Source: an optimization exercise on an open RTL-to-GDS flow (aim: a short achievable clock period and few clock cycles per item). Production flows keep margins and buffers that such runs may drop. RTL that was checked went through simulation tests only; none was proved equivalent to the original. The RTL of runs 2 to 4 was laid out without a check of its function. No activity file was given, so power comes from the tool's default toggle rates.

==> flow/design.v <==
`timescale 1ns/1ps
module word_fifo #(
    parameter int DEPTH = 64
) (
    input  logic        ctrl_aclk,
    input  logic        ctrl_aresetn,
    input  logic [31:0] wr_data,
    input  logic        wr_valid,
    output logic [31:0] rd_data,
    output logic        rd_valid,
    input  logic        rd_pop
);
    logic [31:0]    mem [DEPTH];
    logic [DEPTH:0] occ;
    logic           wr_en;
    assign rd_data  = mem[0];
    assign rd_valid = !occ[0];
    assign wr_en    = wr_valid && !(occ[DEPTH] && !rd_pop);
    always_ff @(posedge ctrl_aclk) begin
        for (int i = 0; i < DEPTH; i++) begin
            if (rd_pop) begin
                if (wr_valid && (i + 1 <= DEPTH) && occ[i + 1]) begin
                    mem[i] <= wr_data;
                end else if (i + 1 < DEPTH) begin
                    mem[i] <= mem[i + 1];
                end
            end else begin
                if (wr_valid && occ[i]) begin
                    mem[i] <= wr_data;
                end
            end
        end
    end
    always_ff @(posedge ctrl_aclk) begin
        if (!ctrl_aresetn) begin
            occ <= (DEPTH + 1)'(1);
        end else if (wr_en && !rd_pop) begin
            occ <= occ << 1;
        end else if (rd_pop && !wr_en) begin
            occ <= occ >> 1;
        end
    end
endmodule
`timescale 1ns/1ps
module udp_rx_parser (
    input  logic        ctrl_aclk,
    input  logic        ctrl_aresetn,
    input  logic [31:0] eth_rx_data,
    input  logic [3:0]  eth_rx_keep,
    input  logic        eth_rx_last,
    input  logic        eth_rx_valid,
    output logic        eth_rx_ready,
    output logic [31:0] payload_data,
    output logic [3:0]  payload_keep,
    output logic        payload_last,
    output logic        payload_valid,
    input  logic        payload_ready
);
    localparam logic [1:0] S_HDR = 2'd0, S_PAY = 2'd1, S_FLUSH = 2'd2, S_DRAIN = 2'd3;
    function automatic logic [3:0] keep_for(input logic [15:0] n);
        case (n)
            16'd0:   keep_for = 4'b0000;
            16'd1:   keep_for = 4'b0001;
            16'd2:   keep_for = 4'b0011;
            16'd3:   keep_for = 4'b0111;
            default: keep_for = 4'b1111;
        endcase
    endfunction
    logic [1:0]  state;
    logic [3:0]  beat;
    logic [31:0] rx_be;
    logic [47:0] dst_mac;
    logic [31:0] dst_ip;
    logic [15:0] ethertype;
    logic [7:0]  ver_ihl;
    logic [7:0]  proto;
    logic [15:0] udp_len;
    logic [15:0] rem;
    logic [15:0] hold;
    logic        accept;
    logic        rx_fire;
    assign rx_be   = {eth_rx_data[7:0], eth_rx_data[15:8], eth_rx_data[23:16], eth_rx_data[31:24]};
    assign udp_len = rx_be[15:0];
    assign accept = (dst_mac == 48'h02_00_00_00_00_01) && (dst_ip == 32'hc0_a8_00_01)
                 && (ethertype == 16'h0800) && (ver_ihl == 8'h45)
                 && (proto == 8'd17);
    always_comb begin
        case (state)
            S_PAY:   eth_rx_ready = (rem == '0) || payload_ready;
            S_FLUSH: eth_rx_ready = 1'b0;
            default: eth_rx_ready = 1'b1;
        endcase
    end
    assign rx_fire = eth_rx_valid && eth_rx_ready;
    assign payload_valid = (state == S_FLUSH)
                        || ((state == S_PAY) && eth_rx_valid && (rem != '0));
    assign payload_data  = (state == S_FLUSH) ? {16'h0000, hold} : {eth_rx_data[15:0], hold};
    assign payload_keep  = (state == S_FLUSH) ? keep_for((rem > 16'd2) ? 16'd2 : rem)
                                              : keep_for(rem);
    assign payload_last  = (state == S_FLUSH) || (rem <= 16'd4);
    always_ff @(posedge ctrl_aclk) begin
        if (!ctrl_aresetn) begin
            state <= S_HDR;
            beat  <= '0;
        end else begin
            case (state)
                S_HDR: begin
                    if (rx_fire) begin
                        beat <= beat + 4'd1;
                        if ((beat == 4'd9) && !accept) begin
                            state <= S_DRAIN;
                        end
                        if (beat == 4'd10) begin
                            state <= S_PAY;
                        end
                        if (eth_rx_last) begin
                            state <= ((beat == 4'd10) && (rem != '0)) ? S_FLUSH : S_HDR;
                        end
                    end
                end
                S_PAY: begin
                    if (rx_fire && eth_rx_last) begin
                        state <= (rem > 16'd4) ? S_FLUSH : S_HDR;
                    end
                end
                S_FLUSH: begin
                    if (payload_ready) begin
                        state <= S_HDR;
                    end
                end
                default: begin
                    if (rx_fire && eth_rx_last) begin
                        state <= S_HDR;
                    end
                end
            endcase
            if (rx_fire && eth_rx_last) begin
                beat <= '0;
            end
        end
    end
    always_ff @(posedge ctrl_aclk) begin
        if (rx_fire) begin
            if (state == S_HDR) begin
                case (beat)
                    4'd0: dst_mac[47:16] <= rx_be;
                    4'd1: dst_mac[15:0] <= rx_be[31:16];
                    4'd3: begin
                        ethertype <= rx_be[31:16];
                        ver_ihl   <= rx_be[15:8];
                    end
                    4'd5:  proto <= rx_be[7:0];
                    4'd7:  dst_ip[31:16] <= rx_be[15:0];
                    4'd8:  dst_ip[15:0] <= rx_be[31:16];
                    4'd9:  rem <= udp_len - 16'd8;
                    4'd10: hold <= eth_rx_data[31:16];
                    default: ;
                endcase
            end else if (state == S_PAY) begin
                hold <= eth_rx_data[31:16];
                rem  <= (rem > 16'd4) ? rem - 16'd4 : '0;
            end
        end
    end
endmodule
`timescale 1ns/1ps
module udp_tx_framer (
    input  logic        ctrl_aclk,
    input  logic        ctrl_aresetn,
    input  logic        tx_req_valid,
    output logic        tx_req_ready,
    input  logic [47:0] tx_req_dst_mac,
    input  logic [31:0] tx_req_dst_ip,
    input  logic [15:0] tx_req_src_port,
    input  logic [15:0] tx_req_dst_port,
    input  logic [15:0] tx_req_length,
    input  logic [31:0] tx_data_data,
    input  logic        tx_data_valid,
    output logic [31:0] eth_tx_data,
    output logic [3:0]  eth_tx_keep,
    output logic        eth_tx_last,
    output logic        eth_tx_valid,
    input  logic        eth_tx_ready
);
    localparam logic [47:0] SELF_MAC = 48'h02_00_00_00_00_01;
    localparam logic [31:0] SELF_IP  = 32'hc0_a8_00_01;
    function automatic logic [31:0] bswap(input logic [31:0] x);
        bswap = {x[7:0], x[15:8], x[23:16], x[31:24]};
    endfunction
    logic [47:0] r0_mac;
    logic [31:0] r0_ip;
    logic [15:0] r0_sport;
    logic [15:0] r0_dport;
    logic [15:0] r0_len;
    logic        r0_v;
    logic [47:0] nx_mac;
    logic [31:0] nx_ip;
    logic [15:0] nx_sport;
    logic [15:0] nx_dport;
    logic [15:0] nx_len;
    logic [15:0] nx_ip_len;
    logic [15:0] nx_udp_len;
    logic [15:0] nx_rem;
    logic        nx_v;
    logic [47:0] cu_mac;
    logic [31:0] cu_ip;
    logic [15:0] cu_sport;
    logic [15:0] cu_dport;
    logic [15:0] cu_ip_len;
    logic [15:0] cu_udp_len;
    logic        act;
    logic [10:0] wc;         
    logic [15:0] rem;        
    logic        lastf;      
    logic [15:0] pay_left;
    logic        plnz;       
    logic [15:0] hold;
    logic [16:0] ck_a;
    logic [16:0] ck_b;
    logic [17:0] ck_c;
    logic [16:0] ck_d;
    logic [15:0] csum;
    logic [15:0] ck_e;
    logic [31:0] s_data;
    logic        s_v;
    logic [31:0] pf_data;
    logic        pf_v;
    logic        pop;
    logic [31:0] sk_data;
    logic [3:0]  sk_keep;
    logic        sk_last;
    logic        sk_v;
    logic        need;
    logic        fire;
    logic        load;
    logic [31:0] w_data;
    logic [3:0]  w_keep;
    logic        r0_take;
    assign need = wc[10] && plnz;
    assign fire = act && !sk_v && (!need || pf_v);
    assign pop  = fire && need;
    assign load = nx_v && (!act || (fire && lastf));
    assign r0_take = tx_req_valid && tx_req_ready;
    always_ff @(posedge ctrl_aclk) begin
        r0_mac   <= tx_req_dst_mac;
        r0_ip    <= tx_req_dst_ip;
        r0_sport <= tx_req_src_port;
        r0_dport <= tx_req_dst_port;
        r0_len   <= tx_req_length;
        s_data   <= tx_data_data;
        if (!ctrl_aresetn) begin
            r0_v         <= 1'b0;
            s_v          <= 1'b0;
            tx_req_ready <= 1'b0;
            nx_v         <= 1'b0;
        end else begin
            r0_v         <= r0_take;
            s_v          <= tx_data_valid;
            nx_v         <= r0_v || (nx_v && !load);
            tx_req_ready <= !(r0_v || (nx_v && !load)) && !r0_take;
        end
    end
    always_ff @(posedge ctrl_aclk) begin
        if (r0_v) begin
            nx_mac     <= r0_mac;
            nx_ip      <= r0_ip;
            nx_sport   <= r0_sport;
            nx_dport   <= r0_dport;
            nx_len     <= r0_len;
            nx_ip_len  <= r0_len + 16'd28;
            nx_udp_len <= r0_len + 16'd8;
            nx_rem     <= r0_len + 16'd42;
        end
    end
    always_ff @(posedge ctrl_aclk) begin
        if (!ctrl_aresetn) begin
            act <= 1'b0;
        end else if (load) begin
            act <= 1'b1;
        end else if (fire && lastf) begin
            act <= 1'b0;
        end
    end
    always_ff @(posedge ctrl_aclk) begin
        if (load) begin
            cu_mac     <= nx_mac;
            cu_ip      <= nx_ip;
            cu_sport   <= nx_sport;
            cu_dport   <= nx_dport;
            cu_ip_len  <= nx_ip_len;
            cu_udp_len <= nx_udp_len;
            wc         <= 11'd1;
            rem        <= nx_rem;
            lastf      <= (nx_rem <= 16'd4);
            pay_left   <= nx_len;
            plnz       <= (nx_len != 16'd0);
            hold       <= 16'h0000;
        end else if (fire) begin
            if (!wc[10]) begin
                wc <= wc << 1;
            end
            rem   <= rem - 16'd4;
            lastf <= (rem <= 16'd8);
            if (need) begin
                hold     <= pf_data[31:16];
                pay_left <= pay_left - 16'd4;
                plnz     <= (pay_left > 16'd4);
            end
        end
    end
    always_ff @(posedge ctrl_aclk) begin
        ck_a <= {1'b0, cu_ip[31:16]} + {1'b0, cu_ip[15:0]};
        ck_b <= {1'b0, cu_ip_len} + 17'h085bb;
        ck_c <= {1'b0, ck_a} + {1'b0, ck_b};
        ck_d <= {1'b0, ck_c[15:0]} + {15'd0, ck_c[17:16]};
        csum <= ~ck_e;
    end
    assign ck_e = ck_d[15:0] + {15'd0, ck_d[16]};
    always_comb begin
        w_data = '0;
        if (wc[0]) w_data = w_data | bswap(cu_mac[47:16]);
        if (wc[1]) w_data = w_data | bswap({cu_mac[15:0], SELF_MAC[47:32]});
        if (wc[2]) w_data = w_data | bswap(SELF_MAC[31:0]);
        if (wc[3]) w_data = w_data | bswap({16'h0800, 8'h45, 8'h00});
        if (wc[4]) w_data = w_data | bswap({cu_ip_len, 16'h0000});
        if (wc[5]) w_data = w_data | bswap({16'h0000, 8'h80, 8'd17});
        if (wc[6]) w_data = w_data | bswap({csum, SELF_IP[31:16]});
        if (wc[7]) w_data = w_data | bswap({SELF_IP[15:0], cu_ip[31:16]});
        if (wc[8]) w_data = w_data | bswap({cu_ip[15:0], cu_sport});
        if (wc[9]) w_data = w_data | bswap({cu_dport, cu_udp_len});
        if (wc[10]) w_data = w_data | {(need ? pf_data[15:0] : 16'h0000), hold};
    end
    always_comb begin
        if (rem[15:2] != 14'd0) w_keep = 4'b1111;
        else begin
            case (rem[1:0])
                2'd0:    w_keep = 4'b0000;
                2'd1:    w_keep = 4'b0001;
                2'd2:    w_keep = 4'b0011;
                default: w_keep = 4'b0111;
            endcase
        end
    end
    always_ff @(posedge ctrl_aclk) begin
        if (!ctrl_aresetn) begin
            eth_tx_valid <= 1'b0;
            sk_v         <= 1'b0;
        end else if (!eth_tx_valid || eth_tx_ready) begin
            eth_tx_valid <= sk_v || fire;
            sk_v         <= 1'b0;
        end else if (fire) begin
            sk_v <= 1'b1;
        end
    end
    always_ff @(posedge ctrl_aclk) begin
        if (!eth_tx_valid || eth_tx_ready) begin
            eth_tx_data <= sk_v ? sk_data : w_data;
            eth_tx_keep <= sk_v ? sk_keep : w_keep;
            eth_tx_last <= sk_v ? sk_last : lastf;
        end
        if (fire) begin
            sk_data <= w_data;
            sk_keep <= w_keep;
            sk_last <= lastf;
        end
    end
    word_fifo #(.DEPTH(64)) pay_fifo (
        .ctrl_aclk    (ctrl_aclk),
        .ctrl_aresetn (ctrl_aresetn),
        .wr_data      (s_data),
        .wr_valid     (s_v),
        .rd_data      (pf_data),
        .rd_valid     (pf_v),
        .rd_pop       (pop)
    );
endmodule
`timescale 1ns/1ps
module udp_core_top (
    input  logic        ctrl_aclk,
    input  logic        ctrl_aresetn,
    input  logic [31:0] eth_rx_data,
    input  logic [3:0]  eth_rx_keep,
    input  logic        eth_rx_last,
    input  logic        eth_rx_valid,
    output logic        eth_rx_ready,
    output logic [31:0] eth_tx_data,
    output logic [3:0]  eth_tx_keep,
    output logic        eth_tx_last,
    output logic        eth_tx_valid,
    input  logic        eth_tx_ready,
    input  logic        tx_req_valid,
    output logic        tx_req_ready,
    input  logic [47:0] tx_req_dst_mac,
    input  logic [31:0] tx_req_dst_ip,
    input  logic [15:0] tx_req_src_port,
    input  logic [15:0] tx_req_dst_port,
    input  logic [15:0] tx_req_length,
    input  logic [31:0] tx_data_data,
    input  logic [3:0]  tx_data_keep,
    input  logic        tx_data_last,
    input  logic        tx_data_valid,
    output logic [31:0] rx_payload_data,
    output logic [3:0]  rx_payload_keep,
    output logic        rx_payload_last,
    output logic        rx_payload_valid,
    input  logic        rx_payload_ready
);
    logic [31:0] ri_data;
    logic        ri_last;
    logic        ri_v;
    logic [31:0] rs_data;
    logic        rs_last;
    logic        rs_v;
    logic        ri_ready;
    logic [31:0] rxp_data;
    logic [3:0]  rxp_keep;
    logic        rxp_last;
    logic        rxp_valid;
    logic        rxp_fire;
    logic [31:0] os_data;
    logic [3:0]  os_keep;
    logic        os_last;
    logic        os_v;
    assign eth_rx_ready = !rs_v;
    always_ff @(posedge ctrl_aclk) begin
        if (!ctrl_aresetn) begin
            ri_v <= 1'b0;
            rs_v <= 1'b0;
        end else if (!ri_v || ri_ready) begin
            ri_v <= rs_v || eth_rx_valid;
            rs_v <= 1'b0;
        end else if (eth_rx_valid && !rs_v) begin
            rs_v <= 1'b1;
        end
    end
    always_ff @(posedge ctrl_aclk) begin
        if (!ri_v || ri_ready) begin
            ri_data <= rs_v ? rs_data : eth_rx_data;
            ri_last <= rs_v ? rs_last : eth_rx_last;
        end
        if (!rs_v) begin
            rs_data <= eth_rx_data;
            rs_last <= eth_rx_last;
        end
    end
    udp_rx_parser rx_parser (
        .ctrl_aclk     (ctrl_aclk),
        .ctrl_aresetn  (ctrl_aresetn),
        .eth_rx_data   (ri_data),
        .eth_rx_keep   (4'b1111),
        .eth_rx_last   (ri_last),
        .eth_rx_valid  (ri_v),
        .eth_rx_ready  (ri_ready),
        .payload_data  (rxp_data),
        .payload_keep  (rxp_keep),
        .payload_last  (rxp_last),
        .payload_valid (rxp_valid),
        .payload_ready (!os_v)
    );
    assign rxp_fire = rxp_valid && !os_v;
    always_ff @(posedge ctrl_aclk) begin
        if (!ctrl_aresetn) begin
            rx_payload_valid <= 1'b0;
            os_v             <= 1'b0;
        end else if (!rx_payload_valid || rx_payload_ready) begin
            rx_payload_valid <= os_v || rxp_fire;
            os_v             <= 1'b0;
        end else if (rxp_fire) begin
            os_v <= 1'b1;
        end
    end
    always_ff @(posedge ctrl_aclk) begin
        if (!rx_payload_valid || rx_payload_ready) begin
            rx_payload_data <= os_v ? os_data : rxp_data;
            rx_payload_keep <= os_v ? os_keep : rxp_keep;
            rx_payload_last <= os_v ? os_last : rxp_last;
        end
        if (!os_v) begin
            os_data <= rxp_data;
            os_keep <= rxp_keep;
            os_last <= rxp_last;
        end
    end
    udp_tx_framer tx_framer (
        .ctrl_aclk       (ctrl_aclk),
        .ctrl_aresetn    (ctrl_aresetn),
        .tx_req_valid    (tx_req_valid),
        .tx_req_ready    (tx_req_ready),
        .tx_req_dst_mac  (tx_req_dst_mac),
        .tx_req_dst_ip   (tx_req_dst_ip),
        .tx_req_src_port (tx_req_src_port),
        .tx_req_dst_port (tx_req_dst_port),
        .tx_req_length   (tx_req_length),
        .tx_data_data    (tx_data_data),
        .tx_data_valid   (tx_data_valid),
        .eth_tx_data     (eth_tx_data),
        .eth_tx_keep     (eth_tx_keep),
        .eth_tx_last     (eth_tx_last),
        .eth_tx_valid    (eth_tx_valid),
        .eth_tx_ready    (eth_tx_ready)
    );
endmodule
==> flow/run.sh <==
#!/bin/bash
# synth_recipe.tcl (not shown) runs the flow's synth.tcl, then flattens the netlist and writes it again
# the make line also repeats each setting of config.mk as NAME=value (left out here)
make -C /OpenROAD-flow-scripts/flow DESIGN_CONFIG=/design/flow/config.mk WORK_HOME=/design/flow/orfs CLKGATE_MAP_FILE= SYNTH_SCRIPT=/design/flow/synth_recipe.tcl finish
==> flow/config.mk <==
export PLATFORM = sky130hd
export DESIGN_NAME = udp_core_top
export DESIGN_NICKNAME = udp_core_top
export VERILOG_FILES = /design/flow/design.v
export SDC_FILE = /design/flow/constraint.sdc
export NUM_CORES = 4
export LEC_CHECK = 0
export CAP_MARGIN = 20
export CORE_MARGIN = 2
export CORE_UTILIZATION = 40
export SLEW_MARGIN = 20
==> flow/constraint.sdc <==
create_clock -name core_clock -period 10.0 [get_ports {ctrl_aclk}]
set_input_delay 2.0000 -clock core_clock [delete_from_list [all_inputs] [get_ports {ctrl_aclk}]]
set_output_delay 2.0000 -clock core_clock [all_outputs]
set_load 0.01 [all_outputs]
==> results of run 1 <==
==> routing by layer <==
layer	up-vias	routed length (um)	global-route usage
met5	-	71	0
met3	510	22600	0.0328
met1	41100	145000	0.304
met4	10	8570	0.0623
li1	40900	-	-
met2	2962	133000	0.312
==> final timing paths <==
check                                             startpoint  slack [ns]                                 endpoint  cells after the start
worst max-delay path              tx_framer.act$_SDFFE_PN0P_        5.83  tx_framer.pay_fifo.occ[17]$_SDFFE_PN0P_                     10
worst min-delay path            tx_framer.r0_mac[22]$_DFF_P_        0.40           tx_framer.nx_mac[22]$_DFFE_PP_                      0
worst max register to register    tx_framer.act$_SDFFE_PN0P_        5.83  tx_framer.pay_fifo.occ[17]$_SDFFE_PN0P_                     10
worst min register to register  tx_framer.r0_mac[22]$_DFF_P_        0.40           tx_framer.nx_mac[22]$_DFFE_PP_                      0
==> logic make-up after synthesis <==
kind of cell,share of synthesized area
and+or+nand+nor,0.176
DFF,0.617
AOI/OAI and AO/OA,0.132
buffers and inverters,0.0355
muxes,0.0208
xor gates and xnor gates,0.0113
adders and majority gates,0.00690
==> synth_stat cells (20+ instances only) <==
master,instances
edfxtp_1,698
ha_1,57
xnor2_1,80
mux2_1,61
and2_1,80
o21ai_0,140
nor4_1,33
clkbuf_1,491
buf_2,234
nor2_1,4062
mux2i_1,64
a222oi_1,24
mux2_2,89
nand2_1,683
o22ai_1,1991
dfxtp_1,2408
nor3_1,20
inv_1,46
nand4_1,22
a21oi_1,69
buf_1,193
nand3_1,48
a22oi_1,42
xor2_1,65
==> state kept, by name, summed over array words and instances (netlist names), 48 cells and up <==
signal / flops
tx_framer.r0_mac: 48
tx_framer.cu_mac: 48
rx_parser.dst_mac: 48
tx_framer.pay_fifo.mem: 2048
tx_framer.pay_fifo.occ: 65
tx_framer.nx_mac: 48
==> through the flow <==
step | utilization | setup WS (ns)
4_1_cts | 0.457 | 5.96
6_report | 0.459 | 5.83
5_1_grt | 0.458 | 5.65
2_1_floorplan | - | 4.15
3_3_place_gp | 0.417 | 6.11
3_5_place_dp | 0.418 | 5.97
==> critical path, delay by kind of cell, from the launching register on <==
kind            cells  cell delay [ns]
compound gates      2             0.48
fa+ha+maj           1             0.55
buf+inv             3             1.30
flops               1             0.39
mux                 1             0.26
simple gates        3             0.52
==> where the power goes <==
part / switching, uW / internal, uW
Sequential: 261 / 13100
Combinational: 402 / 281
Clock: 5050 / 7170
==> area by class of cell <==
type	count	area, um^2	share of cell area
flip-flops and latches	3106	69300	0.542
multi-input cells	7818	39100	0.305
clock buffers	501	9850	0.0770
well taps	3724	4660	0.0364
repair buffers	369	3690	0.0289
clock inverters	95	1110	0.00865
inverters	47	189	0.00148
diodes	8	20.0	0.000157
==> layout by cell type (no fill, tap or decap), drive strengths merged, types with 36 or more instances in the layout <==
cell and count:
a21oi 69, a22oi 42, and2 80, buf 93, clkbuf 501, clkdlybuf4s50 276
clkinv 64, dfxtp 2408, edfxtp 698, ha 57, inv 61, mux2 150
mux2i 64, nand2 684, nand3 49, nor2 4062, nor4 36, o21ai 142
o22ai 1991, xnor2 80, xor2 65
==> flow_metrics.env, run 1 <==
export IMPL_power_leakage_uw=0.0524
export IMPL_initial_core_util=0.402
export IMPL_detail_route_antenna_nets=0
export IMPL_die_y_um=533
export IMPL_async_flop_share=0
export IMPL_syn_avg_cell_area_um2=9.42
export IMPL_cts_resized=0
export IMPL_ys_seq_area_frac=0.617
export IMPL_whs_ns=0.399
export IMPL_startpoint_type="flip-flop"
export IMPL_layout_min_cycle_time_ns=4.17
export IMPL_finalNetCount=11900
export IMPL_synthFlopType="dfxtp_1"
export IMPL_h_tree_depth=5
export IMPL_cts_root_buf="clkbuf_16"
export IMPL_ys_top_cells_by_area="dfxtp_1 (43%), edfxtp_1 (19%), nor2_1 (14%)"
export IMPL_cts_setup_buffers=0
export IMPL_synth_edf_count=698
export IMPL_synth_fp_nets=12200
export IMPL_areaGrowthSynthToFinish_pct=14.2
export IMPL_io_pins=287
export IMPL_drv_slew=0
export IMPL_dp_cells=15000
export IMPL_drt_total_wl_mm=309
export IMPL_tns_ns=0
export IMPL_grt_max_degree=144
export IMPL_wl_per_cell_um=19.7
export IMPL_worst_ep_arrival_time_ns=4.96
export IMPL_crit_fanout=143
export IMPL_critPathCaptureType="flip-flop"
export IMPL_rsz0062_at_grt="false"
export IMPL_fp_dieW_um=533
export IMPL_worst_skew_pair_late_latency_ns=0.91
export IMPL_dpl_hpwl_mm=190
export IMPL_drc_errors=0
export IMPL_core_area_mm2=0.279
export IMPL_vias=85400
export IMPL_clock_fmax_mhz=240
export IMPL_synth_largest_area_cell="dfxtp_1"
export IMPL_synthesis_area_mm2=0.112
export IMPL_min_path_type="reg2reg"
export IMPL_max_cap_violations=0
export IMPL_cts_buffer_depth=4
export IMPL_ir_drop_mv=0.139
export IMPL_dr_pass1_iters=6
export IMPL_synth_top_cell_area_share=0.430
export IMPL_grtUsageTotal=0.207
export IMPL_grt_pass1_vias=79700
export IMPL_post_dp_cell_area_mm2=0.117
export IMPL_crit_chain="nand2b_4, nor3_4, buf_12, inv_6, a21boi_0, ha_4, buf_4, mux2i_1, o21ai_0, and2_1"
export IMPL_final_setup_viol_count=0
export IMPL_final_area_mm2=0.128
export IMPL_port_buffers=277
export IMPL_cts_sinks=3106
export IMPL_fin_crit_sh=0.417
export IMPL_cts_hold_buf=0
export IMPL_grt_pass1_wl_mm=475
export IMPL_numCtsBuffers=327
export IMPL_syn_inst=11900
export IMPL_drive_above_1_share=0.0682
export IMPL_status="no timing/DRC/antenna violations"
export IMPL_ys_types=73
export IMPL_p_per_area_mw_per_mm2=205
export IMPL_nFillCells=25500
export IMPL_dr_first_iter_drc_count=8358
export IMPL_slowest_stage="buf_4"
export IMPL_finClkSkew_ns=0.0548
export IMPL_ys_ff_latch=3106
export IMPL_yosys_warnings=5
export IMPL_cts_tree="done"
export IMPL_layoutNonFillerInstCount=15700
export IMPL_overflow=0
export IMPL_setup_worst_path_class="reg2reg"
export IMPL_relSlewSlack=0.195
export IMPL_die_area_mm2=0.284
export IMPL_antenna_found_initial=14
export IMPL_hold_viol=0
export IMPL_total_power_uw=26200
export IMPL_max_slew_worst_pin_slew_ns=1.21
export IMPL_viasPerCell=5.45
export IMPL_place_gp_congestion=0.822
export IMPL_clk_pin_slew_ns=0.06
export IMPL_slowest_delay_ns=0.67
export IMPL_rows=194
export IMPL_required_ns=10.79
Testbench counts, summed over its fixed seeds: cycles 52,143, tx frames 1,200.
==> run 2: changes to the inputs <==
--- a/flow/design.v
+++ b/flow/design.v
@@ -12,20 +12,19 @@
 );
-    logic [31:0]    mem [DEPTH];
-    logic [DEPTH:0] occ;
-    logic           wr_en;
-    assign rd_data  = mem[0];
-    assign rd_valid = !occ[0];
+    logic [31:0]      mem [DEPTH];
+    logic [DEPTH-1:0] wr_oh;
+    logic [DEPTH-1:0] rd_oh;
+    logic [DEPTH:0]   occ;
+    logic             wr_en;
     assign wr_en    = wr_valid && !(occ[DEPTH] && !rd_pop);
+    assign rd_valid = !occ[0];
+    always_comb begin
+        rd_data = '0;
+        for (int i = 0; i < DEPTH; i++) begin
+            rd_data = rd_data | (mem[i] & {32{rd_oh[i]}});
+        end
+    end
     always_ff @(posedge ctrl_aclk) begin
         for (int i = 0; i < DEPTH; i++) begin
-            if (rd_pop) begin
-                if (wr_valid && (i + 1 <= DEPTH) && occ[i + 1]) begin
-                    mem[i] <= wr_data;
-                end else if (i + 1 < DEPTH) begin
-                    mem[i] <= mem[i + 1];
-                end
-            end else begin
-                if (wr_valid && occ[i]) begin
-                    mem[i] <= wr_data;
-                end
+            if (wr_valid && wr_oh[i]) begin
+                mem[i] <= wr_data;
             end
@@ -35,7 +34,17 @@
         if (!ctrl_aresetn) begin
-            occ <= (DEPTH + 1)'(1);
-        end else if (wr_en && !rd_pop) begin
-            occ <= occ << 1;
-        end else if (rd_pop && !wr_en) begin
-            occ <= occ >> 1;
+            wr_oh <= DEPTH'(1);
+            rd_oh <= DEPTH'(1);
+            occ   <= (DEPTH + 1)'(1);
+        end else begin
+            if (wr_en) begin
+                wr_oh <= {wr_oh[DEPTH-2:0], wr_oh[DEPTH-1]};
+            end
+            if (rd_pop) begin
+                rd_oh <= {rd_oh[DEPTH-2:0], rd_oh[DEPTH-1]};
+            end
+            if (wr_en && !rd_pop) begin
+                occ <= occ << 1;
+            end else if (rd_pop && !wr_en) begin
+                occ <= occ >> 1;
+            end
         end
==> flow/flow/run.sh (new file) <==
#!/bin/bash
# The standard layout, with timing repair asked to leave extra setup slack.
set -euo pipefail
export SETUP_SLACK_MARGIN=6.8
bash standard.sh > flow_make.log 2>&1
==> flow/standard.sh (new file) <==
#!/bin/bash
# synth_recipe.tcl (not shown) runs the flow's synth.tcl, then flattens the netlist and writes it again
# the make line also repeats each setting of config.mk as NAME=value (left out here)
make -C /OpenROAD-flow-scripts/flow DESIGN_CONFIG=/design/flow/config.mk WORK_HOME=/design/flow/orfs CLKGATE_MAP_FILE= SYNTH_SCRIPT=/design/flow/synth_recipe.tcl "${@:-finish}"
removed: flow/run.sh
==> flow_metrics.env, run 2 <==
export IMPL_final_cell_mix="edfxtp_1 (2682), a22oi_1 (547), dfxtp_1 (448)"
export IMPL_ir_drop_mv=0.136
export IMPL_drt_total_wl_mm=423
export IMPL_regMostFlops="tx_framer.pay_fifo.mem"
export IMPL_cts_buffer_depth=4
export IMPL_drv_slew=0
export IMPL_power_leakage_uw=0.0438
export IMPL_detail_route_antenna_nets=0
export IMPL_max_slew_worst_pin_slew_ns=1.32
export IMPL_tns_ns=0
export IMPL_required_ns=8.00
export IMPL_top_regs="tx_framer.pay_fifo.mem: 2048 flops, tx_framer.pay_fifo.occ: 65 flops"
export IMPL_worst_skew_pair_late_latency_ns=0.93
export IMPL_dpl_hpwl_mm=217
export IMPL_io_pins=287
export IMPL_rows=196
export IMPL_dr_pass1_iters=6
export IMPL_synth_fp_nets=7044
export IMPL_finClkSkew_ns=0.0690
export IMPL_synthFlopType="edfxtp_1"
export IMPL_clk_pin_slew_ns=0.06
export IMPL_syn_inst=6775
export IMPL_max_cap_violations=0
export IMPL_synth_top_cell_area_share=0.701
export IMPL_syn_avg_cell_area_um2=16.9
export IMPL_cp_buffers_inverters=1
export IMPL_grt_max_degree=164
export IMPL_dr_first_iter_drc_count=14200
export IMPL_drc_errors=0
export IMPL_ys_types=63
export IMPL_relSlewSlack=0.120
export IMPL_final_setup_viol_count=0
export IMPL_die_area_mm2=0.291
export IMPL_wl_per_cell_um=37.4
export IMPL_crit_fanout=1
export IMPL_critPathCaptureType="output port"
export IMPL_slowest_delay_ns=0.52
export IMPL_slowest_stage="edfxtp_1"
export IMPL_core_area_mm2=0.285
export IMPL_hold_viol=0
export IMPL_numCtsBuffers=332
export IMPL_rsz0062_at_grt="true"
export IMPL_fin_util=0.473
export IMPL_finalNetCount=7524
export IMPL_ys_ff_latch=3234
export IMPL_synthesis_area_mm2=0.115
export IMPL_largest_reg_flops=2048
export IMPL_port_buffers=277
export IMPL_cts_root_buf="clkbuf_16"
export IMPL_place_gp_congestion=0.829
export IMPL_ys_seq_area_frac=0.798
export IMPL_worst_ep_arrival_time_ns=1.63
export IMPL_crit_family="flip-flops"
export IMPL_fp_dieW_um=540
export IMPL_p_per_area_mw_per_mm2=208
export IMPL_cts_tree="done"
export IMPL_cts_sinks=3234
export IMPL_ys_top_cells_by_area="edfxtp_1 (70%), dfxtp_1 (9.6%), a22oi_1 (3.6%)"
export IMPL_antenna_found_initial=25
export IMPL_startpoint_type="flip-flop"
export IMPL_crit_chain="buf_2"
export IMPL_areaGrowthSynthToFinish_pct=17.6
export IMPL_synth_edf_count=2682
export IMPL_drive_above_1_share=0.155
export IMPL_yosysMostFrequentCell="edfxtp_1"
export IMPL_status="no timing/DRC/antenna violations"
export IMPL_grtUsageTotal=0.281
export IMPL_grt_pass1_vias=66500
export IMPL_yosys_warnings=5
export IMPL_viasPerCell=6.34
export IMPL_cts_hold_buf=0
export IMPL_synth_largest_area_cell="edfxtp_1"
export IMPL_fin_crit_sh=0.363
export IMPL_clock_fmax_mhz=276
export IMPL_layout_min_cycle_time_ns=3.63
export IMPL_overflow=0
export IMPL_h_tree_depth=5
export IMPL_vias=71700
export IMPL_min_path_type="reg2reg"
export IMPL_async_flop_share=0
export IMPL_final_common_cell="edfxtp_1"
export IMPL_grt_pass1_wl_mm=563
export IMPL_synth_commonest_cells="edfxtp_1 (2682), dfxtp_1 (552), a22oi_1 (547), nand2_1 (448), clkbuf_1 (300)"
export IMPL_die_y_um=540
export IMPL_setup_worst_path_class="reg2out"
export IMPL_initial_core_util=0.402
## run 2: through the flow
stage / area [um^2] / cells / worst slack [ns] / hold WS (ns) / total power, uW
2_1_floorplan: 115000 / 6775 / 6.62 / 0.386 / 15500
3_3_place_gp: 122000 / 10600 / 4.18 / 0.386 / 15900
3_5_place_dp: 123000 / 10600 / 4.06 / 0.389 / 15900
4_1_cts: 134000 / 11300 / 6.29 / 0.386 / 28100
5_1_grt: 135000 / 11300 / 6.34 / 0.385 / 28700
6_report: 135000 / 11300 / 6.37 / 0.384 / 28100
## run 2: worst register-to-register path, cell delays in order, from the launching register on
cell,delay (ns)
dfxtp_2,0.49
buf_6,0.37
a22oi_1,0.27
nand4_1,0.13
or4_4,0.58
o41ai_4,0.67
nand3_1,0.22
mux2_2,0.33
## run 2: cell type report
type / count / area [um^2]
flip-flops and latches: 3234 / 91800
repair buffers: 548 / 5410
diodes: 14 / 35.0
inverters: 57 / 248
clock inverters: 145 / 1520
well taps: 3762 / 4710
multi-input cells: 3082 / 21900
fillers: 23900 / 150000
clock buffers: 464 / 9330
## run 2: path summary, 6_finish.rpt
check	from	to	slack (ns)	depth (start not counted)
max	tx_framer.eth_tx_data[21]$_DFFE_PP_	eth_tx_data[21]	6.37	1
min	tx_framer.r0_mac[32]$_DFF_P_	tx_framer.nx_mac[32]$_DFFE_PP_	0.38	0
max reg2reg	tx_framer.pay_fifo.rd_oh[26]$_SDFFE_PN0P_	tx_framer.eth_tx_data[31]$_DFFE_PP_	6.70	7
min reg2reg	tx_framer.r0_mac[32]$_DFF_P_	tx_framer.nx_mac[32]$_DFFE_PP_	0.38	0
## run 2: kinds of logic after synthesis
group | share of synthesized area
AND/OR/NAND/NOR | 0.0519
AO/OA/AOI/OAI | 0.102
flip-flops | 0.798
adder cells (fa/ha/maj) | 0.00673
buffers and inverters | 0.0155
XOR/XNOR | 0.0112
multiplexers | 0.0147
## run 2: layer usage
metal  wire length, um  track usage  share of wire
met3             61200       0.0710           0.14
met1            150000        0.375           0.35
met5                85            0        0.00020
met2            184000        0.423           0.44
met4             27500        0.148          0.065
## run 2: repair_timing
action,4_1_cts,5_1_grt
buffers inserted,32,33
pin swaps,16,21
endpoints found under the setup margin,422,201
cloned,8,3
gates resized for setup,501,60
## run 2: where the power goes
part           switching [uW]  leakage, uW  internal (uW)
Clock                    5230      0.00532           7210
Sequential                258       0.0289          14800
Combinational             325      0.00954            260
Total                    5820       0.0438          22300
==> run 3: changes to the inputs <==
--- a/flow/config.mk
+++ b/flow/config.mk
@@ -9,3 +9,6 @@
 export CORE_MARGIN = 2
-export CORE_UTILIZATION = 40
+export CORE_UTILIZATION = 65
+export CTS_CLUSTER_DIAMETER = 80
+export CTS_CLUSTER_SIZE = 30
+export PLACE_DENSITY = 0.72
 export SLEW_MARGIN = 20
==> flow_metrics.env, run 3 <==
export IMPL_cts_buffer_depth=3
export IMPL_cts_hold_buf=0
export IMPL_ys_top_cells_by_area="edfxtp_1 (70%), dfxtp_1 (9.6%), a22oi_1 (3.6%)"
export IMPL_drv_slew=0
export IMPL_final_cell_mix="edfxtp_1 (2682), a22oi_1 (547), dfxtp_1 (455)"
export IMPL_critPathCaptureType="output port"
export IMPL_clk_pin_slew_ns=0.11
export IMPL_synth_fp_nets=7044
export IMPL_hold_viol=0
export IMPL_core_area_mm2=0.176
export IMPL_r2r_end="tx_framer.eth_tx_data[16]$_DFFE_PP_"
export IMPL_status="no timing/DRC/antenna violations"
export IMPL_antenna_found_initial=21
export IMPL_cp_buffers_inverters=1
export IMPL_rrSetupSlack_ns=6.69
export IMPL_io_pins=287
export IMPL_min_path_cells=0
export IMPL_dr_first_iter_drc_count=15300
export IMPL_clock_fmax_mhz=282
export IMPL_ys_ff_latch=3234
export IMPL_r2r_cells=7
export IMPL_yosysMostFrequentCell="edfxtp_1"
export IMPL_synth_largest_area_cell="edfxtp_1"
export IMPL_rsz0062_at_grt="true"
export IMPL_max_slew_worst_pin_slew_ns=1.32
export IMPL_tns_ns=0
export IMPL_drt_total_wl_mm=384
export IMPL_max_cap_violations=0
export IMPL_power_leakage_uw=0.0404
export IMPL_final_common_cell="edfxtp_1"
export IMPL_slowest_delay_ns=0.50
export IMPL_synthFlopType="edfxtp_1"
export IMPL_die_y_um=424
export IMPL_drc_errors=0
export IMPL_syn_inst=6775
export IMPL_fin_crit_sh=0.354
export IMPL_finalNetCount=7301
export IMPL_regMostFlops="tx_framer.pay_fifo.mem"
export IMPL_fp_dieW_um=424
export IMPL_nFillCells=10800
export IMPL_min_path_type="reg2reg"
export IMPL_numCtsBuffers=138
export IMPL_wl_per_cell_um=40.5
export IMPL_crit_family="flip-flops"
export IMPL_areaGrowthSynthToFinish_pct=10.1
export IMPL_die_area_mm2=0.180
export IMPL_fin_util=0.718
export IMPL_h_tree_depth=4
export IMPL_finClkSkew_ns=0.0480
export IMPL_top_regs="tx_framer.pay_fifo.mem: 2048 flops, tx_framer.pay_fifo.occ: 65 flops"
export IMPL_async_flop_share=0
export IMPL_dpl_hpwl_mm=201
export IMPL_hold_path_end="tx_framer.nx_mac[25]$_DFFE_PP_"
export IMPL_place_gp_congestion=0.859
export IMPL_syn_avg_cell_area_um2=16.9
export IMPL_ir_drop_mv=0.202
export IMPL_startpoint_type="flip-flop"
export IMPL_synth_top_cell_area_share=0.701
export IMPL_cts_tree="done"
export IMPL_overflow=0
export IMPL_ys_seq_area_frac=0.798
export IMPL_grt_pass1_wl_mm=514
export IMPL_required_ns=8.00
export IMPL_worst_ep_arrival_time_ns=1.54
export IMPL_detail_route_antenna_nets=0
export IMPL_viasPerCell=7.45
export IMPL_synthesis_area_mm2=0.115
export IMPL_r2r_start="tx_framer.pay_fifo.rd_oh[0]$_SDFFE_PN1P_"
export IMPL_grtUsageTotal=0.421
export IMPL_worstHoldStart="tx_framer.r0_mac[25]$_DFF_P_"
export IMPL_total_power_uw=22700
export IMPL_cts_sinks=3234
export IMPL_vias=70600
export IMPL_p_per_area_mw_per_mm2=180
export IMPL_final_setup_viol_count=0
export IMPL_slowest_stage="edfxtp_1"
export IMPL_cts_root_buf="clkbuf_16"
export IMPL_port_buffers=277
export IMPL_initial_core_util=0.653
export IMPL_rows=154
export IMPL_worst_skew_pair_late_latency_ns=0.86
export IMPL_grt_pass1_vias=65100
export IMPL_yosys_warnings=5
export IMPL_grt_max_degree=79
export IMPL_crit_fanout=1
export IMPL_ys_types=63
export IMPL_synth_edf_count=2682
export IMPL_crit_chain="buf_2"
export IMPL_dr_pass1_iters=9
export IMPL_relSlewSlack=0.118
export IMPL_setup_worst_path_class="reg2out"
export IMPL_layout_min_cycle_time_ns=3.54
export IMPL_drive_above_1_share=0.118
export IMPL_synth_commonest_cells="edfxtp_1 (2682), dfxtp_1 (552), a22oi_1 (547), nand2_1 (448), clkbuf_1 (300)"
export IMPL_largest_reg_flops=2048
[run 3: cell types whose count changed in the layout (fill, tap and decap cells not counted), sizes merged, moves of 4 or more]
cell      previous run  this run
bufbuf               6         1
bufinv              26         5
diode               14         5
clkinvlp             9         5
buf                341       315
clkinv              94        21
clkbuf             467       204
[run 3: power by group]
part	internal (uW)	switching, uW	total [uW]
logic	254	333	587
clock network	3020	4090	7120
registers	14800	227	15000
total	18000	4650	22700
[run 3: how the worst max path moves through the flow]
stage / depth (start not counted) / to / from / slack, ns
3_5_place_dp: 14 / tx_framer.pay_fifo.occ[29]$_SDFFE_PN0P_ / tx_framer.wc[10]$_SDFFE_PP0P_ / 5.35
6_report: 1 / eth_tx_data[20] / tx_framer.eth_tx_data[20]$_DFFE_PP_ / 6.46
3_3_place_gp: 14 / tx_framer.pay_fifo.occ[28]$_SDFFE_PN0P_ / tx_framer.wc[10]$_SDFFE_PP0P_ / 5.42
2_1_floorplan: 14 / tx_framer.pay_fifo.occ[16]$_SDFFE_PN0P_ / tx_framer.wc[10]$_SDFFE_PP0P_ / 6.62
4_1_cts: 1 / eth_tx_data[20] / tx_framer.eth_tx_data[20]$_DFFE_PP_ / 6.41
5_1_grt: 1 / eth_tx_data[20] / tx_framer.eth_tx_data[20]$_DFFE_PP_ / 6.45
[run 3: cells by family after synthesis]
family	after synthesis	share of synthesized area
fa+ha+maj	60	0.00673
mux	158	0.0147
xor+xnor	147	0.0112
compound gates	1512	0.102
buf+inv	460	0.0155
flops	3234	0.798
simple gates	1204	0.0519
[run 3: final cells by class]
type / count / area [um^2] / area share
Sequential cell: 3234 / 91800 / 0.727
Inverter: 57 / 230 / 0.00182
Tap cell: 2340 / 2930 / 0.0232
Multi-Input combinational cell: 3082 / 21900 / 0.173
Clock buffer: 199 / 3990 / 0.0315
Antenna cell: 5 / 12.5 / 0.0000990
Clock inverter: 48 / 567 / 0.00449
Timing Repair Buffer: 519 / 4920 / 0.0389
[run 3: layer usage]
metal,track usage,part of all wire
met3,0.154,0.18
met4,0.247,0.079
met2,0.591,0.41
met5,0,0.00069
met1,0.571,0.33
[run 3: stage by stage]
step                hold slack [ns]  setup WS, ns  cell area [um^2]  instances
floorplan                     0.386          6.62            115000       6775
global placement              0.388          5.42            121000       9181
detailed placement            0.389          5.35            121000       9181
CTS                           0.403          6.41            126000       9451
global route                  0.398          6.45            126000       9479
finish                        0.394          6.46            126000       9484
[run 3: repair_timing]
action	4_1_cts	5_1_grt
pin swaps	14	15
cloned	4	4
setup endpoints to repair	325	274
buffers inserted	19	21
gates resized for setup	469	67
==> run 4: changes to the inputs <==
--- a/flow/design.v
+++ b/flow/design.v
@@ -14,11 +14,14 @@
     logic [DEPTH-1:0] wr_oh;
-    logic [DEPTH-1:0] rd_oh;
+    logic [DEPTH-1:0] nx_oh;
     logic [DEPTH:0]   occ;
     logic             wr_en;
+    logic [31:0]      head;
+    logic [31:0]      after;
     assign wr_en    = wr_valid && !(occ[DEPTH] && !rd_pop);
     assign rd_valid = !occ[0];
+    assign rd_data  = head;
     always_comb begin
-        rd_data = '0;
+        after = '0;
         for (int i = 0; i < DEPTH; i++) begin
-            rd_data = rd_data | (mem[i] & {32{rd_oh[i]}});
+            after = after | (mem[i] & {32{nx_oh[i]}});
         end
@@ -31,2 +34,7 @@
         end
+        if (rd_pop) begin
+            head <= occ[1] ? wr_data : after;
+        end else if (occ[0]) begin
+            head <= wr_data;
+        end
     end
@@ -35,3 +43,3 @@
             wr_oh <= DEPTH'(1);
-            rd_oh <= DEPTH'(1);
+            nx_oh <= DEPTH'(2);
             occ   <= (DEPTH + 1)'(1);
@@ -42,3 +50,3 @@
             if (rd_pop) begin
-                rd_oh <= {rd_oh[DEPTH-2:0], rd_oh[DEPTH-1]};
+                nx_oh <= {nx_oh[DEPTH-2:0], nx_oh[DEPTH-1]};
             end
@@ -247,2 +255,4 @@
     logic        r0_take;
+    logic        o_en;
+    logic [36:0] o_new;
     assign need = wc[10] && plnz;
@@ -363,8 +373,7 @@
     end
+    assign o_en  = !eth_tx_valid || eth_tx_ready;
+    assign o_new = sk_v ? {sk_last, sk_keep, sk_data} : {lastf, w_keep, w_data};
     always_ff @(posedge ctrl_aclk) begin
-        if (!eth_tx_valid || eth_tx_ready) begin
-            eth_tx_data <= sk_v ? sk_data : w_data;
-            eth_tx_keep <= sk_v ? sk_keep : w_keep;
-            eth_tx_last <= sk_v ? sk_last : lastf;
-        end
+        {eth_tx_last, eth_tx_keep, eth_tx_data} <= (o_new & {37{o_en}})
+                                                 | ({eth_tx_last, eth_tx_keep, eth_tx_data} & {37{!o_en}});
         if (fire) begin
@@ -432,2 +441,4 @@
     logic        os_v;
+    logic        o_en;
+    logic [36:0] o_new;
     assign eth_rx_ready = !rs_v;
@@ -480,8 +491,7 @@
     end
+    assign o_en  = !rx_payload_valid || rx_payload_ready;
+    assign o_new = os_v ? {os_last, os_keep, os_data} : {rxp_last, rxp_keep, rxp_data};
     always_ff @(posedge ctrl_aclk) begin
-        if (!rx_payload_valid || rx_payload_ready) begin
-            rx_payload_data <= os_v ? os_data : rxp_data;
-            rx_payload_keep <= os_v ? os_keep : rxp_keep;
-            rx_payload_last <= os_v ? os_last : rxp_last;
-        end
+        {rx_payload_last, rx_payload_keep, rx_payload_data} <= (o_new & {37{o_en}})
+            | ({rx_payload_last, rx_payload_keep, rx_payload_data} & {37{!o_en}});
         if (!os_v) begin
--- a/flow/config.mk
+++ b/flow/config.mk
@@ -9,6 +9,3 @@
 export CORE_MARGIN = 2
-export CORE_UTILIZATION = 65
-export CTS_CLUSTER_DIAMETER = 80
-export CTS_CLUSTER_SIZE = 30
-export PLACE_DENSITY = 0.72
+export CORE_UTILIZATION = 40
 export SLEW_MARGIN = 20
==> flow_metrics.env, run 4 <==
export IMPL_status="no timing/DRC/antenna violations"
export IMPL_ir_drop_mv=0.188
export IMPL_synth_top_cell_area_share=0.712
export IMPL_dr_first_iter_drc_count=14500
export IMPL_initial_core_util=0.402
export IMPL_finalNetCount=7472
export IMPL_fp_dieW_um=543
export IMPL_finClkSkew_ns=0.0985
export IMPL_wl_per_cell_um=37.8
export IMPL_vias=72700
export IMPL_drv_slew=0
export IMPL_crit_cells=1
export IMPL_clk_pin_slew_ns=0.06
export IMPL_worst_skew_pair_late_latency_ns=1.01
export IMPL_multi_input_area_mm2=0.0215
export IMPL_setup_worst_path_class="reg2out"
export IMPL_dr_pass1_iters=7
export IMPL_largest_reg_flops=2048
export IMPL_power_leakage_uw=0.0438
export IMPL_critPathCaptureType="output port"
export IMPL_place_gp_congestion=0.847
export IMPL_tns_ns=0
export IMPL_die_area_mm2=0.294
export IMPL_io_pins=287
export IMPL_h_tree_depth=5
export IMPL_drt_total_wl_mm=426
export IMPL_ys_top_cells_by_area="edfxtp_1 (71%), dfxtp_1 (8.9%), a221oi_1 (3.7%)"
export IMPL_grt_max_degree=156
export IMPL_synth_commonest_cells="edfxtp_1 (2751), dfxtp_1 (515), a221oi_1 (487), a22o_1 (478), nand2_1 (408)"
export IMPL_register_area_mm2=0.0931
export IMPL_ys_seq_area_frac=0.801
export IMPL_crit_chain="buf_2"
export IMPL_cts_root_buf="clkbuf_16"
export IMPL_async_flop_share=0
export IMPL_critPathCapture="eth_tx_data[21]"
export IMPL_top_regs="tx_framer.pay_fifo.mem: 2048 flops, tx_framer.pay_fifo.occ: 65 flops"
export IMPL_numCtsBuffers=338
export IMPL_synth_edf_count=2751
export IMPL_cts_hold_buf=0
export IMPL_startpoint_type="flip-flop"
export IMPL_syn_inst=6796
export IMPL_worst_ep_arrival_time_ns=1.60
export IMPL_hold_viol=0
export IMPL_drc_errors=0
export IMPL_yosys_warnings=5
export IMPL_ys_ff_latch=3266
export IMPL_final_cell_mix="edfxtp_1 (2751), a221oi_1 (487), a22o_1 (478)"
export IMPL_r2r_cells=6
export IMPL_die_y_um=543
export IMPL_dpl_hpwl_mm=219
export IMPL_syn_avg_cell_area_um2=17.1
export IMPL_relSlewSlack=0.102
export IMPL_nFillCells=24200
export IMPL_slowest_stage="edfxtp_1"
export IMPL_cp_buffers_inverters=1
export IMPL_yosysMostFrequentCell="edfxtp_1"
export IMPL_worstHoldStart="tx_framer.r0_dport[4]$_DFF_P_"
export IMPL_areaGrowthSynthToFinish_pct=16.5
export IMPL_total_power_uw=28800
export IMPL_cts_buffer_depth=4
export IMPL_rsz0062_at_grt="true"
export IMPL_overflow=0
export IMPL_globalRouteMet3Util=0.0938
export IMPL_ys_types=60
export IMPL_p_per_area_mw_per_mm2=213
export IMPL_synth_fp_nets=7065
export IMPL_synthesis_area_mm2=0.116
export IMPL_regMostFlops="tx_framer.pay_fifo.mem"
export IMPL_required_ns=8.00
export IMPL_min_path_type="reg2reg"
export IMPL_cts_tree="done"
export IMPL_grtUsageMet2=0.409
export IMPL_antenna_found_initial=29
export IMPL_core_area_mm2=0.288
export IMPL_synthFlopType="edfxtp_1"
export IMPL_rrSetupSlack_ns=6.72
export IMPL_grt_pass1_wl_mm=564
export IMPL_grt_pass1_vias=66200
export IMPL_rows=197
export IMPL_port_buffers=277
export IMPL_fin_crit_sh=0.360
export IMPL_r2r_end="tx_framer.pay_fifo.head[27]$_DFFE_PP_"
export IMPL_grtUsageMet1=0.378
export IMPL_final_setup_viol_count=0
export IMPL_max_cap_violations=0
export IMPL_layout_min_cycle_time_ns=3.60
export IMPL_grt_busiest_layer="met2"
export IMPL_final_common_cell="edfxtp_1"
export IMPL_crit_fanout=1
export IMPL_grtUsageTotal=0.280
export IMPL_crit_family="flip-flops"
export IMPL_r2r_start="tx_framer.pay_fifo.nx_oh[26]$_SDFFE_PN0P_"
export IMPL_viasPerCell=6.44
export IMPL_clock_fmax_mhz=278
export IMPL_cts_sinks=3266
export IMPL_detail_route_antenna_nets=0
export IMPL_max_slew_worst_pin_slew_ns=1.35
export IMPL_drive_above_1_share=0.143
export IMPL_slowest_delay_ns=0.47
export IMPL_synth_largest_area_cell="edfxtp_1"
-- run 4: power by group --
group          switching, uW  leakage, uW  internal, uW  total (uW)
Clock                   5500      0.00551          7380       12900
Combinational            375      0.00892           271         646
Sequential               287       0.0293         15000       15300
Total                   6160       0.0438         22700       28800
-- run 4: layout make-up --
cell class / count / share of cell area
flip-flops and latches: 3266 / 0.689
multi-input cells: 3068 / 0.159
clock buffers: 439 / 0.0678
well taps: 3781 / 0.0350
repair buffers: 470 / 0.0307
clock inverters: 184 / 0.0163
inverters: 57 / 0.00188
diodes: 13 / 0.000241
repair inverters: 2 / 0.0000741
-- run 4: metrics by stage --
stage          instance area [um^2]  hold WS (ns)  instances  utilization  setup slack [ns]
5_1_grt                      135000         0.376      11300        0.468              6.37
3_3_place_gp                 124000         0.388      10600        0.428              4.60
4_1_cts                      135000         0.368      11300        0.468              6.39
2_1_floorplan                116000         0.386       6796            -              6.75
3_5_place_dp                 124000         0.389      10600        0.429              4.60
6_report                     135000         0.368      11300        0.469              6.40
-- run 4: cells by family (layout without fill, tap and decap cells) --
group           count (synthesis)  after routing  synth area share
fa+ha+maj                      60             60           0.00666
simple gates                 1179           1181            0.0487
buf+inv                       464           1152            0.0151
flops                        3266           3266             0.801
xor+xnor                      147            147            0.0111
other cells                     0             13                 0
mux                           177            177            0.0164
compound gates               1503           1503             0.101
-- run 4: layer usage --
layer | part of all wire | wire [um]
met3 | 0.16 | 69200
met4 | 0.054 | 23000
met1 | 0.36 | 153000
met5 | 0.00022 | 95
met2 | 0.42 | 181000
-- run 4: worst min-delay path by stage --
stage,cells past startpoint,slack [ns],endpoint
after floorplan,0,0.39,tx_framer.nx_dport[0]$_DFFE_PP_
after global placement,0,0.39,tx_framer.nx_mac[2]$_DFFE_PP_
after detailed placement,0,0.39,tx_framer.nx_dport[4]$_DFFE_PP_
after CTS,0,0.37,tx_framer.nx_dport[4]$_DFFE_PP_
after global routing,0,0.38,tx_framer.nx_dport[9]$_DFFE_PP_
final,0,0.37,tx_framer.nx_dport[4]$_DFFE_PP_
-- run 4: what timing repair did --
item                       CTS  global route
setup buffers               10             2
pin swaps                    5             1
cloned                       4             2
setup endpoints to repair  422           265
gates resized for setup    345            16
==> run 5: changes to the inputs <==
--- a/flow/design.v
+++ b/flow/design.v
@@ -12,16 +12,39 @@
 );
-    logic [31:0]      mem [DEPTH];
-    logic [DEPTH-1:0] wr_oh;
-    logic [DEPTH-1:0] nx_oh;
-    logic [DEPTH:0]   occ;
-    logic             wr_en;
-    logic [31:0]      head;
-    logic [31:0]      after;
-    assign wr_en    = wr_valid && !(occ[DEPTH] && !rd_pop);
+    localparam int BD = DEPTH / 2;
+    logic [31:0]    mem0 [BD];
+    logic [31:0]    mem1 [BD];
+    logic [BD-1:0]  wr0_oh;
+    logic [BD-1:0]  wr1_oh;
+    logic [BD-1:0]  nx0_oh;
+    logic [BD-1:0]  nx1_oh;
+    logic           wb;         
+    logic           rb;         
+    logic [31:0]    w2_data;
+    logic           w2_v;
+    logic           w2_b;
+    logic [DEPTH:0] occ;
+    logic [31:0]    head0;
+    logic [31:0]    head1;
+    logic [31:0]    pre0;
+    logic [31:0]    pre1;
+    logic [31:0]    after0;
+    logic [31:0]    after1;
+    logic           pop0;
+    logic           pop1;
+    logic           ge3;
+    logic           ge4;
+    logic           le1;
     assign rd_valid = !occ[0];
-    assign rd_data  = head;
+    assign rd_data  = rb ? head1 : head0;
+    assign pop0     = rd_pop && !rb;
+    assign pop1     = rd_pop && rb;
+    assign ge3      = !(occ[0] || occ[1] || occ[2]);
+    assign ge4      = ge3 && !occ[3];
+    assign le1      = occ[0] || occ[1];
     always_comb begin
-        after = '0;
-        for (int i = 0; i < DEPTH; i++) begin
-            after = after | (mem[i] & {32{nx_oh[i]}});
+        after0 = '0;
+        after1 = '0;
+        for (int i = 0; i < BD; i++) begin
+            after0 = after0 | (mem0[i] & {32{nx0_oh[i]}});
+            after1 = after1 | (mem1[i] & {32{nx1_oh[i]}});
         end
@@ -29,11 +52,23 @@
     always_ff @(posedge ctrl_aclk) begin
-        for (int i = 0; i < DEPTH; i++) begin
-            if (wr_valid && wr_oh[i]) begin
-                mem[i] <= wr_data;
+        for (int i = 0; i < BD; i++) begin
+            if (wr_valid && !wb && wr0_oh[i]) begin
+                mem0[i] <= wr_data;
+            end
+            if (wr_valid && wb && wr1_oh[i]) begin
+                mem1[i] <= wr_data;
             end
         end
-        if (rd_pop) begin
-            head <= occ[1] ? wr_data : after;
-        end else if (occ[0]) begin
-            head <= wr_data;
+        w2_data <= wr_data;
+        w2_b    <= wb;
+        pre0    <= after0;
+        pre1    <= after1;
+        if (pop0) begin
+            head0 <= (rb ? ge4 : ge3) ? pre0 : w2_data;
+        end else if (rb ? le1 : occ[0]) begin
+            head0 <= w2_data;
+        end
+        if (pop1) begin
+            head1 <= (rb ? ge3 : ge4) ? pre1 : w2_data;
+        end else if (rb ? occ[0] : le1) begin
+            head1 <= w2_data;
         end
@@ -42,15 +77,32 @@
         if (!ctrl_aresetn) begin
-            wr_oh <= DEPTH'(1);
-            nx_oh <= DEPTH'(2);
-            occ   <= (DEPTH + 1)'(1);
+            wr0_oh <= BD'(1);
+            wr1_oh <= BD'(1);
+            nx0_oh <= BD'(2);
+            nx1_oh <= BD'(2);
+            wb     <= 1'b0;
+            rb     <= 1'b0;
+            w2_v   <= 1'b0;
+            occ    <= (DEPTH + 1)'(1);
         end else begin
-            if (wr_en) begin
-                wr_oh <= {wr_oh[DEPTH-2:0], wr_oh[DEPTH-1]};
+            w2_v <= wr_valid;
+            if (wr_valid) begin
+                wb <= !wb;
+                if (wb) begin
+                    wr1_oh <= {wr1_oh[BD-2:0], wr1_oh[BD-1]};
+                end else begin
+                    wr0_oh <= {wr0_oh[BD-2:0], wr0_oh[BD-1]};
+                end
             end
             if (rd_pop) begin
-                nx_oh <= {nx_oh[DEPTH-2:0], nx_oh[DEPTH-1]};
+                rb <= !rb;
+            end
+            if (pop0) begin
+                nx0_oh <= {nx0_oh[BD-2:0], nx0_oh[BD-1]};
+            end
+            if (pop1) begin
+                nx1_oh <= {nx1_oh[BD-2:0], nx1_oh[BD-1]};
             end
-            if (wr_en && !rd_pop) begin
+            if (w2_v && !rd_pop) begin
                 occ <= occ << 1;
-            end else if (rd_pop && !wr_en) begin
+            end else if (rd_pop && !w2_v) begin
                 occ <= occ >> 1;
@@ -257,2 +309,3 @@
     logic [36:0] o_new;
+    logic [36:0] o_cpy;
     assign need = wc[10] && plnz;
@@ -376,4 +429,4 @@
     always_ff @(posedge ctrl_aclk) begin
-        {eth_tx_last, eth_tx_keep, eth_tx_data} <= (o_new & {37{o_en}})
-                                                 | ({eth_tx_last, eth_tx_keep, eth_tx_data} & {37{!o_en}});
+        {eth_tx_last, eth_tx_keep, eth_tx_data} <= o_en ? o_new : o_cpy;
+        o_cpy <= o_en ? o_new : {eth_tx_last, eth_tx_keep, eth_tx_data};
         if (fire) begin
@@ -443,2 +496,3 @@
     logic [36:0] o_new;
+    logic [36:0] o_cpy;
     assign eth_rx_ready = !rs_v;
@@ -494,4 +548,4 @@
     always_ff @(posedge ctrl_aclk) begin
-        {rx_payload_last, rx_payload_keep, rx_payload_data} <= (o_new & {37{o_en}})
-            | ({rx_payload_last, rx_payload_keep, rx_payload_data} & {37{!o_en}});
+        {rx_payload_last, rx_payload_keep, rx_payload_data} <= o_en ? o_new : o_cpy;
+        o_cpy <= o_en ? o_new : {rx_payload_last, rx_payload_keep, rx_payload_data};
         if (!os_v) begin
==> flow_metrics.env, run 5 <==
export IMPL_cts_root_buf="clkbuf_16"
export IMPL_fp_dieW_um=557
export IMPL_dpl_hpwl_mm=195
export IMPL_slowest_stage="dfxtp_2"
export IMPL_overflow=0
export IMPL_cts_buffer_depth=4
export IMPL_core_area_mm2=0.304
export IMPL_dr_pass1_iters=10
export IMPL_die_y_um=557
export IMPL_yosys_warnings=6
export IMPL_crit_chain="buf_12, inv_4, buf_6"
export IMPL_synthesis_area_mm2=0.122
export IMPL_rows=202
export IMPL_min_path_type="reg2reg"
export IMPL_final_cell_mix="edfxtp_1 (2709), a22oi_1 (798), dfxtp_1 (613)"
export IMPL_dr_first_iter_drc_count=9793
export IMPL_final_setup_viol_count=0
export IMPL_ys_types=73
export IMPL_synth_top_cell_area_share=0.665
export IMPL_power_leakage_uw=0.0467
export IMPL_areaGrowthSynthToFinish_pct=16.6
export IMPL_required_ns=8.00
export IMPL_ys_top_cells_by_area="edfxtp_1 (67%), dfxtp_1 (12%), a22oi_1 (4.9%)"
export IMPL_final_common_cell="edfxtp_1"
export IMPL_synth_largest_area_cell="edfxtp_1"
export IMPL_startpoint_type="flip-flop"
export IMPL_fin_crit_sh=0.348
export IMPL_h_tree_depth=5
export IMPL_wl_per_cell_um=30.0
export IMPL_crit_fanout=2
export IMPL_cts_sinks=3471
export IMPL_detail_route_antenna_nets=0
export IMPL_yosysMostFrequentCell="edfxtp_1"
export IMPL_p_per_area_mw_per_mm2=212
export IMPL_status="no timing/DRC/antenna violations"
export IMPL_port_buffers=277
export IMPL_hold_viol=0
export IMPL_layout_min_cycle_time_ns=3.48
export IMPL_grt_pass1_wl_mm=506
export IMPL_slowest_delay_ns=0.35
export IMPL_synth_fp_nets=7662
export IMPL_ys_seq_area_frac=0.790
export IMPL_synth_commonest_cells="edfxtp_1 (2709), a22oi_1 (798), dfxtp_1 (762), nand2_1 (415), clkbuf_1 (407)"
export IMPL_critPathCaptureType="output port"
export IMPL_grt_pass1_vias=68200
export IMPL_syn_inst=7393
export IMPL_cts_tree="done"
export IMPL_worst_ep_arrival_time_ns=1.48
export IMPL_async_flop_share=0
export IMPL_setup_worst_path_class="reg2out"
export IMPL_total_power_uw=30200
export IMPL_vias=70700
export IMPL_finalNetCount=8055
export IMPL_place_gp_congestion=0.843
export IMPL_tns_ns=0
export IMPL_drv_slew=0
export IMPL_nFillCells=25400
export IMPL_grtUsageTotal=0.229
export IMPL_antenna_found_initial=22
export IMPL_worst_skew_pair_late_latency_ns=0.94
export IMPL_drc_errors=0
export IMPL_ys_ff_latch=3471
export IMPL_max_cap_violations=0
export IMPL_drt_total_wl_mm=366
export IMPL_synth_edf_count=2709
export IMPL_top_regs="tx_framer.pay_fifo.mem0: 1024 flops, tx_framer.pay_fifo.mem1: 1024 flops, tx_framer.pay_fifo.occ: 65 flops"
export IMPL_clk_pin_slew_ns=0.06
export IMPL_grt_max_degree=154
export IMPL_io_pins=287
export IMPL_initial_core_util=0.403
export IMPL_finClkSkew_ns=0.0733
export IMPL_synthFlopType="edfxtp_1"
export IMPL_relSlewSlack=0.210
export IMPL_max_slew_worst_pin_slew_ns=1.18
export IMPL_syn_avg_cell_area_um2=16.5
export IMPL_r2r_cells=6
export IMPL_numCtsBuffers=360
export IMPL_drive_above_1_share=0.133
export IMPL_die_area_mm2=0.310
export IMPL_viasPerCell=5.80
export IMPL_clock_fmax_mhz=288
export IMPL_min_path_cells=2
export IMPL_ir_drop_mv=0.142
export IMPL_rsz0062_at_grt="true"
-- run 5: changes by cell type after synthesis, sizes merged, moves of 133 or more --
cell / change
a21oi: -227
a22oi: +683
o21a: +133
a22o: -342
a221oi: -350
dfxtp: +247
-- run 5: timing repair --
item / in CTS / in global routing
pin swaps: 2 / 1
setup endpoints to repair: 475 / 326
gates resized for setup: 510 / 12
cloned: 4 / 2
hold buffers: 0 / 0
buffers inserted: 20 / 7
-- run 5: critical path: cells and delay by family (launching register included) --
kind                   cells  cell delay [ns]
DFF                        1             0.35
buffers and inverters      3             0.24
-- run 5: logic make-up after synthesis --
group	synth area share
adders and majority gates	0.00632
xor gates and xnor gates	0.0101
DFF	0.790
and+or+nand+nor	0.0581
buffers and inverters	0.0149
muxes	0.0205
AOI/OAI and AO/OA	0.0999
-- run 5: layer usage --
metal	vias to the layer above	routed length [um]	GRT usage
met3	593	39400	0.0497
met2	3964	167000	0.359
met5	-	25	0
met1	36300	148000	0.318
met4	4	11600	0.0722
li1	29900	-	-
-- run 5: through the flow --
stage | cell area (um^2) | utilization | std cells | worst slack [ns] | hold WS, ns
4_1_cts | 142000 | 0.469 | 12200 | 6.46 | 0.399
2_1_floorplan | 122000 | - | 7393 | 6.83 | 0.386
3_3_place_gp | 130000 | 0.428 | 11500 | 5.17 | 0.391
5_1_grt | 142000 | 0.469 | 12200 | 6.47 | 0.410
6_report | 143000 | 0.469 | 12200 | 6.52 | 0.397
3_5_place_dp | 130000 | 0.428 | 11500 | 5.65 | 0.389
-- run 5: final timing paths --
check                              startpoint                                      to  slack [ns]
hold reg to reg   tx_framer.o_cpy[24]$_DFF_P_       tx_framer.eth_tx_data[24]$_DFF_P_        0.40
setup / recovery            rs_v$_SDFFE_PP0P_                            eth_rx_ready        6.52
setup reg to reg     tx_framer.plnz$_DFFE_PP_  tx_framer.pay_fifo.head0[30]$_DFFE_PP_        6.88
hold / removal    tx_framer.o_cpy[24]$_DFF_P_       tx_framer.eth_tx_data[24]$_DFF_P_        0.40
-- run 5: power breakdown --
part | switching, uW | leakage, uW | internal, uW
Combinational | 539 | 0.0100 | 347
Sequential | 225 | 0.0310 | 15800
Clock | 5660 | 0.00576 | 7610
-- run 5: area by class of cell --
| type | instances | area (um^2) | share of cell area |
|---|---|---|---|
| antenna | 20 | 50.0 | 0.000351 |
| clock buffer | 469 | 9910 | 0.0695 |
| clock inverter | 201 | 1890 | 0.0133 |
| inverter | 46 | 203 | 0.00142 |
| multi-input combinational | 3445 | 24100 | 0.169 |
| sequential | 3471 | 96900 | 0.680 |
| tap | 4080 | 5100 | 0.0358 |
| timing repair buffer | 461 | 4370 | 0.0307 |
| timing repair inverter | 1 | 11.3 | 0.0000790 |
Testbench counts of run 5, summed over its fixed seeds: cycles 52,143, tx frames 1,200.

[afterwards: timing with drivers on the ports]
Ports are ideal in the flow. The routed layouts listed here were re-timed in OpenROAD. Step 1, drivers: a clkbuf_16 drives ctrl_aclk and a buf_2 each remaining input, both assumed. Step 2, shift: input delay + t, output delay - t, t = (earliest + latest rising clock arrival at the registers) / 2. This alone moves slack from input paths to output paths. Slacks: no drivers / after step 1 / after step 2; pairs: no drivers / after step 1.
| run | t, ns | slack for setup (ns) | slew at the worst register clock pin (ns) |
|---|---|---|---|
| run 1 | 0.978 | 5.830 / 5.830 / 5.830 | 0.07 / 0.07 |
| run 2 | 0.991 | 6.372 / 6.276 / 5.957 | 0.07 / 0.07 |
| run 3 | 0.931 | 6.458 / 6.368 / 6.193 | 0.12 / 0.12 |
| run 4 | 1.053 | 6.397 / 6.304 / 5.922 | 0.07 / 0.07 |
| run 5 | 1.009 | 6.523 / 6.419 / 6.125 | 0.07 / 0.07 |
After both steps setup and hold are still met in every run listed. For run 4, which loses most, drivers alone change the setup slack by -0.093 ns; drivers and shift together by -0.475 ns.
